Context: an optimization exercise on an open-source flow, tuned for small area. The choices shown serve that exercise and are no tape-out recipe.
At most, simulation tests tie the RTL to the original design; equivalence was not proved.
No activity file was given, so power comes from the tool's default toggle rates.

Design pe_unit, start of the top module:
module pe_unit (
    input  logic                   clk,
    input  logic                   rst,
    input  logic                   in_valid,
    input  logic [7:0]             weight_value,
    input  logic [7:0]             weight_row,
    input  logic [7:0]             weight_col,
    input  logic [31:0]            feature_value,
    input  logic [31:0]            feature_row,
    input  logic [31:0]            feature_col,
    input  logic [15:0]            in_channel,
    input  logic [15:0]            frame_len,
    output logic                   out_valid,
    output logic [127:0]           data_out,
    output logic [127:0]           data_out_row,
    output logic [127:0]           data_out_col,
    output logic [15:0]            out_channel
);
Size: about 3,900 cells after synthesis, roughly 890 flip-flops, ~560 I/O pins.
clock: 6.0 ns
lec_check: 0
cap_margin: 5
core_margin: 2
core_utilization: 65
place_density: 0.72
slew_margin: 5
synth_hierarchical: 1
synth_minimum_keep_size: 0
standard.sh (not shown) runs the stock make flow with config.mk's settings and CLKGATE_MAP_FILE= SYNTH_SCRIPT=/design/flow/synth_recipe.tcl, a recipe that flattens the netlist after the stock synthesis.
==> flow/flow/run.sh <==
#!/bin/bash
# The standard layout (standard.sh), with two changes that only save cells:
# every port buffer is made from the smallest buffer cell instead of the one
# buffer_ports picks by default, and clock tree synthesis adds no dummy loads.
set -o pipefail
export BUFFER_PORTS_ARGS="-buffer_cell sky130_fd_sc_hd__buf_1"
export CTS_ARGS="-sink_clustering_enable -repair_clock_nets -dont_use_dummy_load -sink_clustering_size 30 -sink_clustering_max_diameter 100"
cp standard.sh standard.sh.txt
bash standard.sh > standard.log 2>&1
Change:
--- a/flow/config.mk
+++ b/flow/config.mk
@@ -6,9 +6,9 @@
 export NUM_CORES = 4
 export LEC_CHECK = 0
-export CAP_MARGIN = 5
+export CAP_MARGIN = 20
 export CORE_MARGIN = 2
-export CORE_UTILIZATION = 65
-export PLACE_DENSITY = 0.72
-export SLEW_MARGIN = 5
+export CORE_UTILIZATION = 45
+export PLACE_DENSITY = 0.6
+export SLEW_MARGIN = 20
 export SYNTH_HIERARCHICAL = 1
 export SYNTH_MINIMUM_KEEP_SIZE = 0
After rerunning: The new run finished clean; worst setup slack loses 56 ps; global-route usage goes down by 8.0 points; worst hold slack loses 27 ps.
Change:
--- a/flow/config.mk
+++ b/flow/config.mk
@@ -8,6 +8,6 @@
 export CAP_MARGIN = 20
 export CORE_MARGIN = 2
-export CORE_UTILIZATION = 45
-export PLACE_DENSITY = 0.6
+export CORE_UTILIZATION = 65
+export PLACE_DENSITY = 0.85
 export SLEW_MARGIN = 20
 export SYNTH_HIERARCHICAL = 1
=> Final cell count went down by 8.0%; synthesized area does not change; routed wire length went down by 2.6%; design area went down by 1.7%; via count went up by 4.3%; total power went down by 1.8%; core utilization went up by 21 points; worst hold slack improved by 7.8 ps; setup slack got worse by 38 ps.


## main
Another version of the RTL of pe_unit (not shown whole).
Size in the first run: roughly 890 flip-flops, ~560 I/O pins, about 0.051 mm2 of cells after synthesis.
Design pe_unit, start of the top module:
module pe_unit (
    input  logic                   clk,
    input  logic                   rst,
    input  logic                   in_valid,
    input  logic [7:0]             weight_value,
    input  logic [7:0]             weight_row,
    input  logic [7:0]             weight_col,
    input  logic [31:0]            feature_value,
    input  logic [31:0]            feature_row,
    input  logic [31:0]            feature_col,
    input  logic [15:0]            in_channel,
    input  logic [15:0]            frame_len,
    output logic                   out_valid,
    output logic [127:0]           data_out,
    output logic [127:0]           data_out_row,
    output logic [127:0]           data_out_col,
    output logic [15:0]            out_channel
);
Settings: LEC_CHECK=0, CAP_MARGIN=20, CORE_MARGIN=2, CORE_UTILIZATION=55, PLACE_DENSITY=0.65, SLEW_MARGIN=20, SYNTH_HIERARCHICAL=1, SYNTH_MINIMUM_KEEP_SIZE=0; clock period 6.0 ns.
==> flow/flow/run.sh <==
#!/bin/bash
# The standard layout (standard.sh), with every port buffer made from the
# smallest buffer cell instead of the one buffer_ports picks by default.
set -o pipefail
export BUFFER_PORTS_ARGS="-buffer_cell sky130_fd_sc_hd__buf_1"
cp standard.sh standard.sh.txt
bash standard.sh > standard.log 2>&1
main | stages: all done | timing, DRC, antenna: all pass
--- input diff main..the feature branch ---
==> flow/flow/run.sh <==
#!/bin/bash
# The standard layout (standard.sh), with two changes that only save cells:
# every port buffer is made from the smallest buffer cell instead of the one
# buffer_ports picks by default, and clock tree synthesis adds no dummy loads.
set -o pipefail
export BUFFER_PORTS_ARGS="-buffer_cell sky130_fd_sc_hd__buf_1"
export CTS_ARGS="-sink_clustering_enable -repair_clock_nets -dont_use_dummy_load"
cp standard.sh standard.sh.txt
bash standard.sh > standard.log 2>&1
Results
- In terms of sequential cell area in the final layout, the feature branch and main differ only marginally.
- Routed wire length for the feature branch: 0.57% down relative to main
- Compared with main, the feature branch ends up with less cell area.
- On detailed-router iteration count before antenna repair: between main and the feature branch, it ends up lower for main.
- Hold slack (the feature branch over main): decrease, 0.0045 ns
- The feature branch: done, clean on timing, DRC and antenna
- A start point of the critical path of w_v[2]$_DFFE_PP_ is what the feature branch shows, while w_v[0]$_DFFE_PP_ belongs to main.
- Diff main -> the feature branch: worst slew margin relative to its limit picked up an extra 2.3 points; worst setup slack lost 0.0050 ns; portion of total power attributed to combinational logic picked up an extra 2.2 points; clock buffer instance count of the final layout lost about 27%; wire length of the first global-routing pass lost 0.52%.
No functional check of the RTL was part of any run of this note.


Setup of before:
pe_unit, a different RTL version from the one above (not shown whole).
Size: about 3900 cells after synthesis, ~890 flip-flops, ~560 I/O pins, ~51000 um2 of cells after synthesis.
export LEC_CHECK = 0
export CAP_MARGIN = 20
export CORE_MARGIN = 2
export CORE_UTILIZATION = 55
export PLACE_DENSITY = 0.65
export SLEW_MARGIN = 20
export SYNTH_HIERARCHICAL = 1
export SYNTH_MINIMUM_KEEP_SIZE = 0
create_clock -name core_clock -period 6.0 [get_ports {clk}]
==> flow/flow/run.sh <==
#!/bin/bash
# The standard layout (standard.sh), with two changes that only save cells:
# every port buffer is made from the smallest buffer cell instead of the one
# buffer_ports picks by default, and clock tree synthesis adds no dummy loads.
set -o pipefail
export BUFFER_PORTS_ARGS="-buffer_cell sky130_fd_sc_hd__buf_1"
export CTS_ARGS="-sink_clustering_enable -repair_clock_nets -dont_use_dummy_load -sink_clustering_size 30 -sink_clustering_max_diameter 100"
cp standard.sh standard.sh.txt
bash standard.sh > standard.log 2>&1
What after does differently from before at the input level:
diff --git a/flow/flow/run.sh b/flow/flow/run.sh
--- a/flow/flow/run.sh
+++ b/flow/flow/run.sh
@@ -6,3 +6,3 @@
 export BUFFER_PORTS_ARGS="-buffer_cell sky130_fd_sc_hd__buf_1"
-export CTS_ARGS="-sink_clustering_enable -repair_clock_nets -dont_use_dummy_load -sink_clustering_size 30 -sink_clustering_max_diameter 100"
+export CTS_ARGS="-sink_clustering_enable -repair_clock_nets -dont_use_dummy_load"
 cp standard.sh standard.sh.txt
## What came out
- before → after: footprint of the flip-flops and latches flat, clock-buffer cell count up 53, number of buffers inserted during clock tree synthesis up 53.
- Comparing before and after, total routed wirelength is lower on before.
- Power in the clock group went up by more than half going from before to after.
- Against before, after comes in 0.22 points lower on fraction of area in non-clock buffers.
- Power dissipated by switching net loads: after worse than before
- Met2 demand-to-capacity share in global routing: after vs before up 0.73 points
- before consumes less power than after.
- Final hold slack (lower): after
- Compared to before, after has met2 wirelength from detailed routing about 1.2% higher.

==> port drivers added, routing unchanged <==
The flow's constraints put no driver on any port. The routed layouts listed below were extracted and timed again, unchanged, in two steps.
Step 1 (the two cells are an assumption about what drives the block):
set clk [get_ports {clk}]
set_driving_cell -lib_cell sky130_fd_sc_hd__clkbuf_16 $clk
set_driving_cell -lib_cell sky130_fd_sc_hd__buf_2 [delete_from_list [all_inputs] $clk]
Step 2 moves the port delays by t, midway between the first and last clock arrival at a register: inputs arrive t later, outputs are due t later. That takes back most of the time a late clock gives input paths.
Three values: ideal ports, drivers, drivers and shift; two values: the first two.
run | shift t [ns] | setup slack, ns | worst setup path after step 2
the first run of note 1 | 0.654 | 0.222 / 0.222 / 0.222 | register to register
the second run of note 1 | 0.694 | 0.166 / 0.166 / 0.166 | register to register
the third run of note 1 | 0.647 | 0.128 / 0.128 / 0.128 | register to register
main | 0.736 | 0.116 / 0.116 / 0.116 | register to register
the feature branch | 0.708 | 0.111 / 0.111 / 0.111 | register to register
before | 0.656 | 0.189 / 0.119 / 0.410 | register to register
after | 0.715 | 0.182 / 0.108 / 0.349 | register to register
After both steps setup and hold are still met in every run listed.
